Background: an optimization exercise with open tools, aiming at small area, a short achievable clock period and few clock cycles per item. Do not read the settings as production practice. Where RTL was checked, it was by simulation tests only, not by an equivalence proof against the original.

Design rsa_top, start of the top module:
module rsa_top (
  input  logic                     clk,
  input  logic                     resetn,
  input  logic                     param_valid,
  input  logic [2:0]               param_sel,
  input  logic [OPERAND_WIDTH-1:0] param_data,
  output logic                     param_ready,
  input  logic                     cmd_valid,
  input  logic [1:0]               cmd_op,
  output logic                     cmd_ready,
  output logic                     result_valid,
  output logic [OPERAND_WIDTH-1:0] result_data,
  input  logic                     result_ready,
  output logic                     busy
);
Size: ~2000 cells after synthesis, roughly 78 I/O pins, about 22000 µm² of cells after synthesis.
Settings: LEC_CHECK=0, CAP_MARGIN=20, CORE_MARGIN=2, CORE_UTILIZATION=55, CTS_CLUSTER_DIAMETER=100, CTS_CLUSTER_SIZE=26, SETUP_SLACK_MARGIN=4.85, SLEW_MARGIN=20, SYNTH_HIERARCHICAL=1; clock period 8.0 ns.
standard.sh (not shown) runs the stock make flow with config.mk's settings and CLKGATE_MAP_FILE= SYNTH_SCRIPT=/design/flow/synth_recipe.tcl, a recipe that flattens the netlist after the stock synthesis.
==> flow/flow/run.sh <==
#!/bin/bash
# Standard layout, with plain buffers on the ports instead of delay cells.
set -e
export BUFFER_PORTS_ARGS="-buffer_cell sky130_fd_sc_hd__buf_2"
bash standard.sh > standard.log 2>&1
==> next run, changes <==
--- a/flow/design.v
+++ b/flow/design.v
@@ -20,40 +20,35 @@
   input  logic [W-1:0] z,
   output logic [W-1:0] s,
   output logic [W-1:0] c
 );
   assign s = x ^ y ^ z;
   assign c = {(x[W-2:0] & y[W-2:0]) | (x[W-2:0] & z[W-2:0]) | (y[W-2:0] & z[W-2:0]), FILL};
 endmodule
 import rsa_pkg::*;
 module mont_digit (
-  input  logic                     clk,
-  input  logic [1:0]               a_next,    
   input  logic [ACC_WIDTH-1:0]     s_n,
   input  logic [ACC_WIDTH-1:0]     c_n,
+  input  logic [1:0]               a_bits,
   input  logic [OPERAND_WIDTH-1:0] b,
   input  logic [OPERAND_WIDTH-1:0] modulus,
   output logic [ACC_WIDTH-1:0]     s_nxt_n,
   output logic [ACC_WIDTH-1:0]     c_nxt_n
 );
   localparam int TW  = ACC_WIDTH + 1;   
   localparam int EXT = TW - OPERAND_WIDTH;
   logic [TW-1:0] s_in, c_in;
   logic [TW-1:0] pp0, pp1, mm0, mm1;
   logic [TW-1:0] xs1, xc1, xs2, xc2, xs3, xc3, xs4, xc4;
   logic [TW-1:0] hs, hc;
   logic          s0, c0, p0;
   logic          q0, q1;
   logic          w_mid;
-  logic [1:0]    a_bits;
-  always_ff @(posedge clk) begin
-    a_bits <= a_next;
-  end
   assign s_in = {1'b1, s_n};
   assign c_in = {1'b1, c_n};
   assign s0    = ~s_n[0];
   assign c0    = ~c_n[0];
   assign p0    = a_bits[0] & b[0];
   assign q0    = s_n[0] ^ c_n[0] ^ p0;
   assign w_mid = (s0 | c0 | p0) & ~(s0 & c0 & p0);
   assign q1    = s_n[1] ^ c_n[1] ^ (a_bits[0] & b[1]) ^ (q0 & modulus[1]) ^ w_mid ^
                  (a_bits[1] & b[0]);
@@ -170,63 +165,67 @@
     end
     if (ph_iter) begin
       it_cnt <= it_cnt + 4'd1;
     end else begin
       it_cnt <= '0;
     end
   end
   logic [OPERAND_WIDTH-1:0] sq;
   logic [OPERAND_WIDTH-1:0] acc;
-  logic [1:0]               a_next;
+  logic [1:0]               a_bits;
   logic [1:0]               a_fetch;
   logic [OPERAND_WIDTH-1:0] a_src;
   logic [ACC_WIDTH:0]       sq_sum;
   logic [ACC_WIDTH:0]       acc_sum;
   logic [ACC_WIDTH-1:0]     sq_sn, sq_cn, acc_sn, acc_cn;
   logic [ACC_WIDTH-1:0]     sq_sn_nxt, sq_cn_nxt, acc_sn_nxt, acc_cn_nxt;
   logic [ACC_WIDTH-1:0]     neg_n;
   assign a_src   = conv_rnd ? base : sq;
   assign a_fetch = a_src[{it_cnt + 4'd1, 1'b0} +: 2];
-  assign a_next = ph_init ? base[1:0] :
-                  ph_sub  ? (sq_sum[ACC_WIDTH] ? sq_sum[1:0] : sq[1:0]) :
-                            a_fetch;
+  always_ff @(posedge clk) begin
+    if (ph_init) begin
+      a_bits <= base[1:0];
+    end else if (ph_sub) begin
+      a_bits <= sq_sum[ACC_WIDTH] ? sq_sum[1:0] : sq[1:0];
+    end else begin
+      a_bits <= a_fetch;
+    end
+  end
   always_ff @(posedge clk) begin
     if (ph_init) begin
       sq  <= r2_mod_n;
       acc <= {{(OPERAND_WIDTH-1){1'b0}}, |modulus[OPERAND_WIDTH-1:1]};
     end else begin
       if (ph_res | (ph_sub & sq_sum[ACC_WIDTH])) begin
         sq <= sq_sum[OPERAND_WIDTH-1:0];
       end
       if (acc_take & (ph_res | (ph_sub & acc_sum[ACC_WIDTH]))) begin
         acc <= acc_sum[OPERAND_WIDTH-1:0];
       end
     end
   end
   assign result_data = acc;
   assign neg_n   = {1'b1, ~modulus[OPERAND_WIDTH-1:1], 1'b1};
   assign sq_sum  = ~({1'b0, sq_sn} + {1'b0, sq_cn} + {{ACC_WIDTH{1'b0}}, 1'b1});
   assign acc_sum = ~({1'b0, acc_sn} + {1'b0, acc_cn} + {{ACC_WIDTH{1'b0}}, 1'b1});
   mont_digit dig_sq (
-    .clk     (clk),
-    .a_next  (a_next),
     .s_n     (sq_sn),
     .c_n     (sq_cn),
+    .a_bits  (a_bits),
     .b       (sq),
     .modulus (modulus),
     .s_nxt_n (sq_sn_nxt),
     .c_nxt_n (sq_cn_nxt)
   );
   mont_digit dig_acc (
-    .clk     (clk),
-    .a_next  (a_next),
     .s_n     (acc_sn),
     .c_n     (acc_cn),
+    .a_bits  (a_bits),
     .b       (acc),
     .modulus (modulus),
     .s_nxt_n (acc_sn_nxt),
     .c_nxt_n (acc_cn_nxt)
   );
   logic sel_res, sel_step;
   assign sel_res  = ph_res;
   assign sel_step = ~ph_res & ~mm_clear;
   always_ff @(posedge clk) begin
Outcome: Via count fell by 4.9%. Synthesized cell count shrinks by 2.7%. Count of clock-buffer cells in the layout rose by 3. Clock skew hardly moves. Non-clock buffer count shrinks by 37. Register-to-register slack improved by 0.19 ns. Flip-flop and latch count falls by 2. Area after synthesis decreases by 1.9%.
Testbench counts after the change, summed over its fixed seeds: cycles 40,192, items 128.
Function not checked in the first run of this note: the RTL went through the layout flow alone.

re-timing with driven ports:
The results above use ideal ports. As a check the final layouts listed here were re-extracted and re-timed, cells and wires unchanged.
Step 1 sets driving cells, clkbuf_16 on the clock port and buf_2 on the other inputs (assumed; they add their load-dependent delay and slew).
Step 2 times the ports against the registers' clock, not the clock port: input delays grow and output delays shrink by t, the midpoint of the rising clock arrivals with the driver on.
a / b / c = ideal / step 1 / step 2; a / b = the first two.
run | t (ns) | setup WS [ns] | worst data-port slew with drivers (ns)
the first run | 0.593 | 4.698 / 4.698 / 4.698 | 0.06
the second run | 0.589 | 4.892 / 4.892 / 4.647 | 0.04
After both steps setup and hold are still met in every run listed. For the second run, which loses most, drivers alone change the setup slack by 0.000 ns; drivers and shift together by -0.245 ns.
